This is an optimization exercise on Yosys and OpenROAD, whose aim is small area, a short achievable clock period and few clock cycles per item, not a production implementation. At most, simulation tests tie the RTL to the original design; equivalence was not proved. No activity file was given, so power comes from the tool's default toggle rates.

==> flow/design.v (excerpt) <==
module bounded_ordered_set (
   input  logic        clock,
   input  logic        reset,
   input  logic        req_tvalid,
   output logic        req_tready,
   input  logic [31:0] req_tdata,
   input  logic [1:0]  req_tuser,
   output logic        rsp_tvalid,
   input  logic        rsp_tready,
   output logic [7:0]  rsp_tdata,   
   input  logic        csr_we,
   input  logic [3:0]  csr_wdata
);
   localparam int N = bos_pkg::CAPACITY;
   localparam int W = bos_pkg::RSP_W;
   localparam int Q = 4;
   logic               r_valid_ff;
   bos_pkg::value_type r_value_ff;
   logic [1:0]         r_op_ff;
   logic               s_valid_ff;
   logic [1:0]         s_op_ff;
   logic [N-1:0]       eq_ff;
   logic [N-1:0]       valid_ff;
   logic [3:0]         count_ff;
   logic [3:0]         limit_ff;    
   logic [2:0]         q_cnt_ff;
   logic [W-1:0]       q_ff [Q];
   logic               rsp_valid_ff;
   logic [2:0]         out_cnt_ff;
   logic               ready_ff;
   logic [N-1:0]       equal;
   logic [N-1:0]       match;
   logic [N-1:0]       free_first;
   logic [N-1:0]       valid_in;
   logic               hit_any;
   logic               room;
   logic               is_insert;
   logic               is_remove;
   logic               do_insert;
   logic               do_remove;
   logic [3:0]         count_in;
   logic [1:0]         status;
   logic [W-1:0]       rsp_new;
   logic               req_fire;
   logic               pop;
   logic [2:0]         q_cnt_in;
   logic [2:0]         out_cnt_in;
   assign req_tready = ready_ff;
   assign req_fire   = req_tvalid && ready_ff;
   always_ff @(posedge clock) begin
      r_value_ff <= req_tdata;
      r_op_ff    <= req_tuser;
  ...
make LEC_CHECK=0 ABC_CLOCK_PERIOD_IN_PS=1200 CAP_MARGIN=20 CORE_MARGIN=2 CORE_UTILIZATION=40 SETUP_SLACK_MARGIN=2.5 SLEW_MARGIN=20 finish   # period 4.0 ns
run.sh (not shown) runs the stock make flow with config.mk's settings and CLKGATE_MAP_FILE= SYNTH_SCRIPT=/design/flow/synth_recipe.tcl, a recipe that flattens the netlist after the stock synthesis.
Then changed:
--- a/flow/config.mk
+++ b/flow/config.mk
@@ -6,8 +6,9 @@
 export NUM_CORES = 4
 export LEC_CHECK = 0
-export ABC_CLOCK_PERIOD_IN_PS = 1200
+export ABC_CLOCK_PERIOD_IN_PS = 2000
 export CAP_MARGIN = 20
 export CORE_MARGIN = 2
 export CORE_UTILIZATION = 40
-export SETUP_SLACK_MARGIN = 2.5
+export CTS_CLUSTER_SIZE = 40
+export SETUP_SLACK_MARGIN = 2.2
 export SLEW_MARGIN = 20
Result: Worst setup slack gets better by 8.8 ps. Via count went down by 3.2%. Core utilization went down by 3.1 points. Clock skew stays flat. Worst hold slack gets worse by 12 ps.
No functional check of the RTL was part of any run of this note.

---

## before
Another version of the RTL of bounded_ordered_set (not shown whole).
Size in the first run: about 1700 cells after synthesis, ~310 flip-flops, ~53 I/O pins, roughly 0.015 mm^2 of cells after synthesis.
clock: 4.0 ns
lec_check: 0
abc_area: 1
cap_margin: 20
core_margin: 2
core_utilization: 40
setup_slack_margin: 2.2
slew_margin: 20
Testbench counts of before, summed over its fixed seeds: cycles 16,016, items 16,000.
Inputs modified between before and after:
- ABC_AREA no longer set, was 1
## What came out
From before to after the numbers moved as follows: worst slack after detailed placement decreased 0.23 ns; post-route minimum period higher; via count of the first global-routing pass shows a reduction of about 33%. Measured against before, the total number of placement rows of after comes out at 0.930 times the reference value. The sequential power on before is in line with that on after. Core area (lower): after. Total chip power in after vs before: down 0.00036 W. Comparing before against after, there is no change at all in first-pass iteration count of the detailed router. before vs after, critical path's slowest cell: sky130_fd_sc_hd__edfxtp_1 vs sky130_fd_sc_hd__nor4_4. Relative to before, after improves die area.

---

cedar:
Starting RTL as in the previous note.
// bounded_ordered_set
module bounded_ordered_set (
   input  logic        clock,
   input  logic        reset,
   input  logic        req_tvalid,
   output logic        req_tready,
   input  logic [31:0] req_tdata,
   input  logic [1:0]  req_tuser,
   output logic        rsp_tvalid,
   input  logic        rsp_tready,
   output logic [7:0]  rsp_tdata,   
   input  logic        csr_we,
   input  logic [3:0]  csr_wdata
);
   localparam int N = bos_pkg::CAPACITY;
   localparam int W = bos_pkg::RSP_W;
   localparam int Q = 3;
   logic [N-1:0]       valid_ff;
   logic [N:0]         count_ff;    
   logic [N:0]         count_now;
   logic [N-1:0]       below_ff;    
   logic               a_valid_ff;
   logic               a_hit_ff;
   logic               a_insert_ff;
   logic               a_room_ff;
   logic               a_inc_ff;
   logic               a_dec_ff;
   logic [1:0]         q_cnt_ff;
   logic [W-1:0]       q_ff [Q];
   logic               rsp_valid_ff;
   logic [1:0]         out_cnt_ff;
   logic               ready_ff;
   logic [N-1:0]       equal;
   logic [N-1:0]       match;
   logic [N-1:0]       free_first;
   logic               hit_any;
   logic [3:0]         count;
   logic               room;
   logic               req_fire;
   logic               is_insert;
   logic               is_remove;
   logic               take;
   logic [1:0]         status;
   logic [W-1:0]       rsp_new;
   logic               pop;
   logic [1:0]         q_cnt_in;
   logic [1:0]         out_cnt_in;
  ...
export LEC_CHECK = 0
export ABC_AREA = 1
export CAP_MARGIN = 20
export CORE_MARGIN = 2
export CORE_UTILIZATION = 40
export SETUP_SLACK_MARGIN = 2.0
export SLEW_MARGIN = 20
create_clock -name core_clock -period 4.0 [get_ports {clock}]
Testbench counts of cedar, summed over its fixed seeds: cycles 16,016, items 16,000.
> inputs changed (cedar -> willow)
Settings: CTS_CLUSTER_DIAMETER newly set to 120; ABC_AREA removed (was 1); SETUP_SLACK_MARGIN changed from 2.0 to 2.2; CTS_CLUSTER_SIZE newly set to 25.
### Flow results
- Going from cedar to willow, design internal power shrinks by 1000 µW.
- Re switching power share of the total: cedar was higher than willow.
- The cell area in willow is 0.889 times that in cedar.
- willow and cedar ended up with roughly the same sequential power.
- Between cedar and willow, the flow reports total design power decreasing by more than 10%.
- willow against cedar: sequential share of cell area went up 6.2 points, layout clock buffer count went down 21.
For sierra, these inputs were changed with respect to willow:
Settings: CTS_CLUSTER_DIAMETER no longer set, was 120; ABC_AREA now 1, previously not set; CTS_BUF_LIST now sky130_fd_sc_hd__clkbuf_8, previously not set; CTS_CLUSTER_SIZE no longer set, was 25.
--- outcome ---
sierra finished all stages; the layout is clean.
Of willow and sierra, the run reporting the higher met1 routed wirelength after detailed routing was sierra.
Going from willow to sierra, the post-placement setup slack was found to have gone up by 0.23 ns.
sierra and willow ended up with roughly the same area of all sequential standard cells.
Hold slack in sierra is 0.055 ns lower than in willow
Diff willow -> sierra: average cell area after synthesis shows a reduction of 38%; wire length grew by 21 mm; adder-cell share of the synthesized area has remained practically unchanged; area fraction in and, or, nand and nor cells after synthesis picked up an extra 17 points; global routing usage on met2 up 9.0 points.
In the final reports, the cell area of sierra is larger than that of willow.
What nickel does differently from sierra at the input level:
Settings: CTS_BUF_LIST no longer set, was sky130_fd_sc_hd__clkbuf_8; ABC_AREA no longer set, was 1; CORE_UTILIZATION now 55, was 40.
[summary]
Part of the power in the clock network: nickel vs sierra up 3.3 points. Cmp sierra and nickel / utilization after layout / higher: nickel. Run comparison: sierra worst setup path category flop to primary output; nickel worst setup path category primary input to flop. The non-clock buffer count in nickel sits about 15% above the value recorded for sierra. [compare] base=sierra new=nickel: minimum setup slack after placement has decreased, critical path depth +7.

---

bounded_ordered_set again, from the RTL that the note above started with.
// bounded_ordered_set
module bounded_ordered_set (
   input  logic        clock,
   input  logic        reset,
   input  logic        req_tvalid,
   output logic        req_tready,
   input  logic [31:0] req_tdata,
   input  logic [1:0]  req_tuser,
   output logic        rsp_tvalid,
   input  logic        rsp_tready,
   output logic [7:0]  rsp_tdata,   
   input  logic        csr_we,
   input  logic [3:0]  csr_wdata
);
Settings: LEC_CHECK=0, CAP_MARGIN=20, CORE_MARGIN=2, CORE_UTILIZATION=40, SETUP_SLACK_MARGIN=2.0, SLEW_MARGIN=20; clock period 4.0 ns.
Testbench counts at the start, summed over its fixed seeds: cycles 16,016, items 16,000.
==> next run, changes <==
Settings changed: ABC_AREA set to 1, SETUP_SLACK_MARGIN 2.0 to 2.35.
Fmax is higher by 11%; wire length rises by 74%; die area rose by 16%.

---

Another version of the RTL of bounded_ordered_set (not shown whole).
Size in the first run: roughly 860 cells after synthesis, ~330 flip-flops, about 53 I/O pins, roughly 0.013 mm2 of cells after synthesis.
## bounded_ordered_set
module bounded_ordered_set (
   input  logic        clock,
   input  logic        reset,
   input  logic        req_tvalid,
   output logic        req_tready,
   input  logic [31:0] req_tdata,
   input  logic [1:0]  req_tuser,
   output logic        rsp_tvalid,
   input  logic        rsp_tready,
   output logic [7:0]  rsp_tdata,   
   input  logic        csr_we,
   input  logic [3:0]  csr_wdata
);
   localparam int N = bos_pkg::CAPACITY;
   localparam int W = bos_pkg::RSP_W;
   logic               r_valid_ff;
   bos_pkg::value_type r_value_ff;
   logic [1:0]         r_op_ff;
   logic [N-1:0]       valid_ff;
   logic [3:0]         count_ff;
   logic [3:0]         limit_ff;    
   logic [1:0]         q_cnt_ff;
   logic [W-1:0]       q0_ff, q1_ff, q2_ff;
   logic [N-1:0]       equal;
   logic [N-1:0]       match;
   logic [N-1:0]       free_first;
   logic               hit_any;
   logic               room;
   logic               is_insert;
   logic               is_remove;
   logic               do_insert;
   logic               do_remove;
   logic [3:0]         count_in;
   logic [1:0]         status;
   logic [W-1:0]       rsp_new;
   logic               req_fire;
   logic               pop;
   assign req_tready = ({1'b0, q_cnt_ff} + {2'b00, r_valid_ff}) < 3'd3;
   assign req_fire   = req_tvalid && req_tready;
   always_ff @(posedge clock) begin
      r_value_ff <= req_tdata;
      r_op_ff    <= req_tuser;
   end
   for (genvar i = 0; i < N; i++) begin : g_slot
      bos_cell u_cell (
         .clock (clock),
         .load  (!valid_ff[i]),
         .value (r_value_ff),
         .equal (equal[i])
      );
   end
   assign match   = equal & valid_ff;
   assign hit_any = |match;
   always_comb begin
      free_first = '0;
      for (int i = N - 1; i >= 0; i--) begin
         if (!valid_ff[i]) begin
            free_first = '0;
            free_first[i] = 1'b1;
         end
      end
   end
   assign room      = count_ff < limit_ff;
   assign is_insert = (r_op_ff == bos_pkg::OP_INSERT);
  ...
Settings: LEC_CHECK=0, CAP_MARGIN=20, CORE_MARGIN=2, CORE_UTILIZATION=40, SETUP_SLACK_MARGIN=2.5, SLEW_MARGIN=20; clock period 4.0 ns.
Testbench counts at the start, summed over its fixed seeds: cycles 16,016, items 16,000.
Change:
SETUP_SLACK_MARGIN = unset   (was 2.5)
Outcome: Via count drops slightly; final cell count hardly moves; clock skew is about the same; register-to-register slack got worse by 0.42 ns; utilization drops by 1.4 points; worst setup slack got worse by 0.42 ns; count of clock-buffer cells in the layout climbs by 1; routed wire length drops by a few percent; synthesized cell count is unchanged; hold slack barely changes.
Change:
SETUP_SLACK_MARGIN = 2.0   (was unset)
The new run finished clean.
Clock skew stays flat.
Clock-buffer cell count went down by 1.
Wire length went up by 5.9%.
Design area went up by 3.4%.
Die area stays the same.
Sequential power barely changes.
Non-clock buffer count went up by 13.
Critical path depth went up by 1.
Via count went up by 2.8%.
Final cell count went up by 0.84%.

---

Setup of run a:
The RTL this note starts from:
==> flow/design.v <==
package bos_pkg;
   localparam int CAPACITY = 8;
   localparam int VALUE_W  = 32;
   localparam int RSP_W    = 7;    
   localparam logic [3:0] CAP_LIMIT_RESET = 4'd8;
   typedef logic [VALUE_W-1:0] value_type;
   localparam logic [1:0] OP_INSERT = 2'd0;
   localparam logic [1:0] OP_REMOVE = 2'd1;
   localparam logic [1:0] ST_DONE      = 2'd0;
   localparam logic [1:0] ST_DUPLICATE = 2'd1;
   localparam logic [1:0] ST_FULL      = 2'd2;
   localparam logic [1:0] ST_NOT_FOUND = 2'd3;
endpackage
module bos_cell (
   input  logic               clock,
   input  logic               load,
   input  bos_pkg::value_type value,
   output logic               equal_lo,
   output logic               equal_hi
);
   bos_pkg::value_type entry_ff;
   assign equal_lo = (entry_ff[15:0]  == value[15:0]);
   assign equal_hi = (entry_ff[31:16] == value[31:16]);
   always_ff @(posedge clock) begin
      if (load) begin
         entry_ff <= value;
      end
   end
endmodule
module bounded_ordered_set (
   input  logic        clock,
   input  logic        reset,
   input  logic        req_tvalid,
   output logic        req_tready,
   input  logic [31:0] req_tdata,
   input  logic [1:0]  req_tuser,
   output logic        rsp_tvalid,
   input  logic        rsp_tready,
   output logic [7:0]  rsp_tdata,   
   input  logic        csr_we,
   input  logic [3:0]  csr_wdata
);
   localparam int N = bos_pkg::CAPACITY;
   localparam int W = bos_pkg::RSP_W;
   localparam int Q = 3;
   logic [N-1:0]       valid_ff;
   logic [N:0]         count_ff;    
   logic [N-1:0]       below_ff;    
   logic               room_ff;     
   logic               a_valid_ff;
   logic               a_insert_ff;
   logic               a_remove_ff;
   logic [N-1:0]       a_equal_lo_ff;
   logic [N-1:0]       a_equal_hi_ff;
   logic [1:0]         q_cnt_ff;
   logic [W-1:0]       q_ff [Q];
   logic               rsp_valid_ff;
   logic [1:0]         out_cnt_ff;
   logic               ready_ff;
   logic [N-1:0]       equal_lo;
   logic [N-1:0]       equal_hi;
   logic [N-1:0]       match;
   logic [N-1:0]       free_first;
   logic [N-1:0]       valid_in;
   logic               hit_any;
   logic               room;
   logic               take;
   logic               do_remove;
   logic               inc;
   logic               dec;
   logic [N:0]         count_inc;
   logic [N:0]         count_dec;
   logic [3:0]         bin_same;
   logic [3:0]         bin_inc;
   logic [3:0]         bin_dec;
   logic [3:0]         count_out;
   logic [N-1:0]       below_in;
   logic               room_in;
   logic [1:0]         status;
   logic [W-1:0]       rsp_new;
   logic               req_fire;
   logic               pop;
   logic [1:0]         q_cnt_in;
   logic [1:0]         out_cnt_in;
   assign req_tready = ready_ff;
   assign req_fire   = req_tvalid && ready_ff;
   for (genvar i = 0; i < N; i++) begin : g_slot
      bos_cell u_cell (
         .clock    (clock),
         .load     (!valid_in[i]),
         .value    (req_tdata),
         .equal_lo (equal_lo[i]),
         .equal_hi (equal_hi[i])
      );
   end
   always_ff @(posedge clock) begin
      a_equal_lo_ff <= equal_lo;
      a_equal_hi_ff <= equal_hi;
      a_insert_ff   <= (req_tuser == bos_pkg::OP_INSERT);
      a_remove_ff   <= (req_tuser == bos_pkg::OP_REMOVE);
   end
   assign match     = a_equal_lo_ff & a_equal_hi_ff & valid_ff;
   assign hit_any   = |match;
   assign room      = room_ff;
   assign take      = a_valid_ff && a_insert_ff && room;
   assign do_remove = a_valid_ff && a_remove_ff;
   always_comb begin
      free_first = '0;
      for (int i = N - 1; i >= 0; i--) begin
         if (!valid_ff[i]) begin
            free_first = '0;
            free_first[i] = 1'b1;
         end
      end
   end
   always_comb begin
      for (int i = 0; i < N; i++) begin
         if (match[i] && (do_remove || take)) begin
            valid_in[i] = 1'b0;
         end else if (take && free_first[i]) begin
            valid_in[i] = 1'b1;
         end else begin
            valid_in[i] = valid_ff[i];
         end
      end
   end
   assign inc       = take && !hit_any;
   assign dec       = do_remove && hit_any;
   assign count_inc = {count_ff[N-1:0], 1'b0};
   assign count_dec = {1'b0, count_ff[N:1]};
   always_comb begin
      bin_same = '0;
      bin_inc  = '0;
      bin_dec  = '0;
      for (int k = 0; k <= N; k++) begin
         bin_same = bin_same | ({4{count_ff[k]}}  & 4'(k));
         bin_inc  = bin_inc  | ({4{count_inc[k]}} & 4'(k));
         bin_dec  = bin_dec  | ({4{count_dec[k]}} & 4'(k));
      end
   end
   assign count_out = inc ? bin_inc : (dec ? bin_dec : bin_same);
   always_comb begin
      for (int k = 0; k < N; k++) begin
         below_in[k] = csr_we ? (4'(k) < csr_wdata) : below_ff[k];
      end
      if (csr_we) begin
         room_in = |(count_ff[N-1:0] & below_in);
      end else if (inc) begin
         room_in = |(count_inc[N-1:0] & below_ff);
      end else if (dec) begin
         room_in = |(count_dec[N-1:0] & below_ff);
      end else begin
         room_in = room_ff;
      end
   end
   always_comb begin
      if (a_insert_ff) begin
         status = hit_any ? bos_pkg::ST_DUPLICATE :
                  (room ? bos_pkg::ST_DONE : bos_pkg::ST_FULL);
      end else begin
         status = hit_any ? bos_pkg::ST_DONE : bos_pkg::ST_NOT_FOUND;
      end
   end
   assign rsp_new = {count_out, hit_any, status};
   assign pop      = rsp_tready && rsp_valid_ff;
   assign q_cnt_in = q_cnt_ff + {1'b0, a_valid_ff} - {1'b0, pop};
   always_ff @(posedge clock) begin
      for (int k = 0; k < Q; k++) begin
         if (pop) begin
            if (k + 1 < Q && q_cnt_ff > 2'(k + 1)) begin
               q_ff[k] <= q_ff[(k + 1) % Q];
            end else begin
               q_ff[k] <= rsp_new;
            end
         end else if (q_cnt_ff <= 2'(k)) begin
            q_ff[k] <= rsp_new;
         end
      end
   end
   assign out_cnt_in = out_cnt_ff + {1'b0, req_fire} - {1'b0, pop};
   always_ff @(posedge clock) begin
      if (reset) begin
         valid_ff     <= '0;
         count_ff     <= (N+1)'(1);
         for (int k = 0; k < N; k++) begin
            below_ff[k] <= (4'(k) < bos_pkg::CAP_LIMIT_RESET);
         end
         room_ff      <= 1'b1;
         a_valid_ff   <= 1'b0;
         q_cnt_ff     <= '0;
         rsp_valid_ff <= 1'b0;
         out_cnt_ff   <= '0;
         ready_ff     <= 1'b1;
      end else begin
         valid_ff   <= valid_in;
         if (inc) begin
            count_ff <= count_inc;
         end else if (dec) begin
            count_ff <= count_dec;
         end
         below_ff     <= below_in;
         room_ff      <= room_in;
         a_valid_ff   <= req_fire;
         q_cnt_ff     <= q_cnt_in;
         rsp_valid_ff <= (q_cnt_in != 2'd0);
         out_cnt_ff   <= out_cnt_in;
         ready_ff     <= (out_cnt_in < 2'(Q));
      end
   end
   assign rsp_tvalid = rsp_valid_ff;
   assign rsp_tdata  = {1'b0, q_ff[0]};
endmodule
==> flow/config.mk <==
export PLATFORM = sky130hd
export DESIGN_NAME = bounded_ordered_set
export DESIGN_NICKNAME = bounded_ordered_set
export VERILOG_FILES = /design/flow/design.v
export SDC_FILE = /design/flow/constraint.sdc
export NUM_CORES = 4
export LEC_CHECK = 0
export ABC_AREA = 1
export CAP_MARGIN = 20
export CORE_MARGIN = 2
export CORE_UTILIZATION = 40
export CTS_CLUSTER_DIAMETER = 120
export CTS_CLUSTER_SIZE = 25
export SETUP_SLACK_MARGIN = 2.0
export SLEW_MARGIN = 20
==> flow/constraint.sdc <==
create_clock -name core_clock -period 4.0 [get_ports {clock}]
set_input_delay 0.8000 -clock core_clock [delete_from_list [all_inputs] [get_ports {clock}]]
set_output_delay 0.8000 -clock core_clock [all_outputs]
set_load 0.01 [all_outputs]
Run a: flow completed, timing, DRC and antenna clean
Testbench counts of run a, summed over its fixed seeds: cycles 16,016, items 16,000.
#### Input delta (run b over run a)
Settings: swapping 2.0 for 2.25 in SETUP_SLACK_MARGIN.
--- outcome ---
- When run b is measured against run a, its final area turns out 500 sq um higher.
- The clock tree buffer count of the final layout of run b is higher than that of run a.
- Summary of the comparison: fraction of the cycle the final worst path needs is lower in run b, relative to run a.
- Run b packs its core more tightly than run a.
- Run b: number of filler cells placed in the layout lower than run a

## port drivers added, routing unchanged
In the flow no input, the clock included, has a driving cell. The finished layouts below were timed again as built, in two steps.
Step 1 assumes that a clkbuf_16 drives the clock port and a buf_2 every other input.
Step 2 adds t to the input delays and takes it off the output delays; t is the mean of the earliest and latest rising clock arrival at the registers after step 1. Input paths then give back, and output paths get back, about the clock's delay inside the block.
Slacks: ideal / step 1 / step 2; pairs: ideal / step 1.
run | shift t [ns] | setup slack, ns | hold slack, ns | worst register clock-pin slew, ns | worst slew at a driven data input, ns
the first run of note 1 | 0.581 | 1.809 / 1.809 / 1.741 | 0.344 / 0.344 / 0.344 | 0.06 / 0.06 | 0.05
the second run of note 1 | 0.565 | 1.818 / 1.818 / 1.721 | 0.332 / 0.332 / 0.332 | 0.06 / 0.06 | 0.04
before | 0.601 | 2.133 / 2.081 / 1.618 | 0.457 / 0.457 / 0.457 | 0.06 / 0.06 | 0.04
after | 0.558 | 1.959 / 1.969 / 1.411 | 0.485 / 0.488 / 0.491 | 0.06 / 0.06 | 0.08
cedar | 0.605 | 1.983 / 2.003 / 1.414 | 0.458 / 0.458 / 0.458 | 0.06 / 0.06 | 0.05
willow | 0.554 | 1.923 / 1.943 / 1.389 | 0.493 / 0.493 / 0.493 | 0.10 / 0.10 | 0.07
sierra | 0.693 | 2.045 / 1.997 / 1.550 | 0.438 / 0.422 / 0.458 | 0.06 / 0.06 | 0.04
nickel | 0.553 | 1.923 / 1.952 / 1.398 | 0.493 / 0.493 / 0.493 | 0.06 / 0.06 | 0.07
the first run of note 4 | 0.554 | 1.936 / 1.935 / 1.381 | 0.489 / 0.483 / 0.489 | 0.06 / 0.06 | 0.06
the second run of note 4 | 0.601 | 2.147 / 2.100 / 1.750 | 0.454 / 0.454 / 0.454 | 0.07 / 0.07 | 0.06
the first run of note 5 | 0.550 | 1.063 / 1.063 / 1.063 | 0.475 / 0.475 / 0.475 | 0.06 / 0.06 | 0.04
the second run of note 5 | 0.537 | 0.643 / 0.643 / 0.643 | 0.476 / 0.476 / 0.476 | 0.06 / 0.06 | 0.05
the third run of note 5 | 0.557 | 1.042 / 1.042 / 1.042 | 0.468 / 0.468 / 0.468 | 0.06 / 0.06 | 0.04
run a | 0.558 | 1.963 / 1.963 / 1.503 | 0.492 / 0.492 / 0.492 | 0.10 / 0.10 | 0.05
run b | 0.555 | 2.180 / 2.133 / 1.768 | 0.527 / 0.527 / 0.527 | 0.10 / 0.10 | 0.07
After both steps setup and hold are still met in every run listed. The setup slack of cedar, which loses most, moves by +0.020 ns with the drivers and by -0.569 ns with both steps.
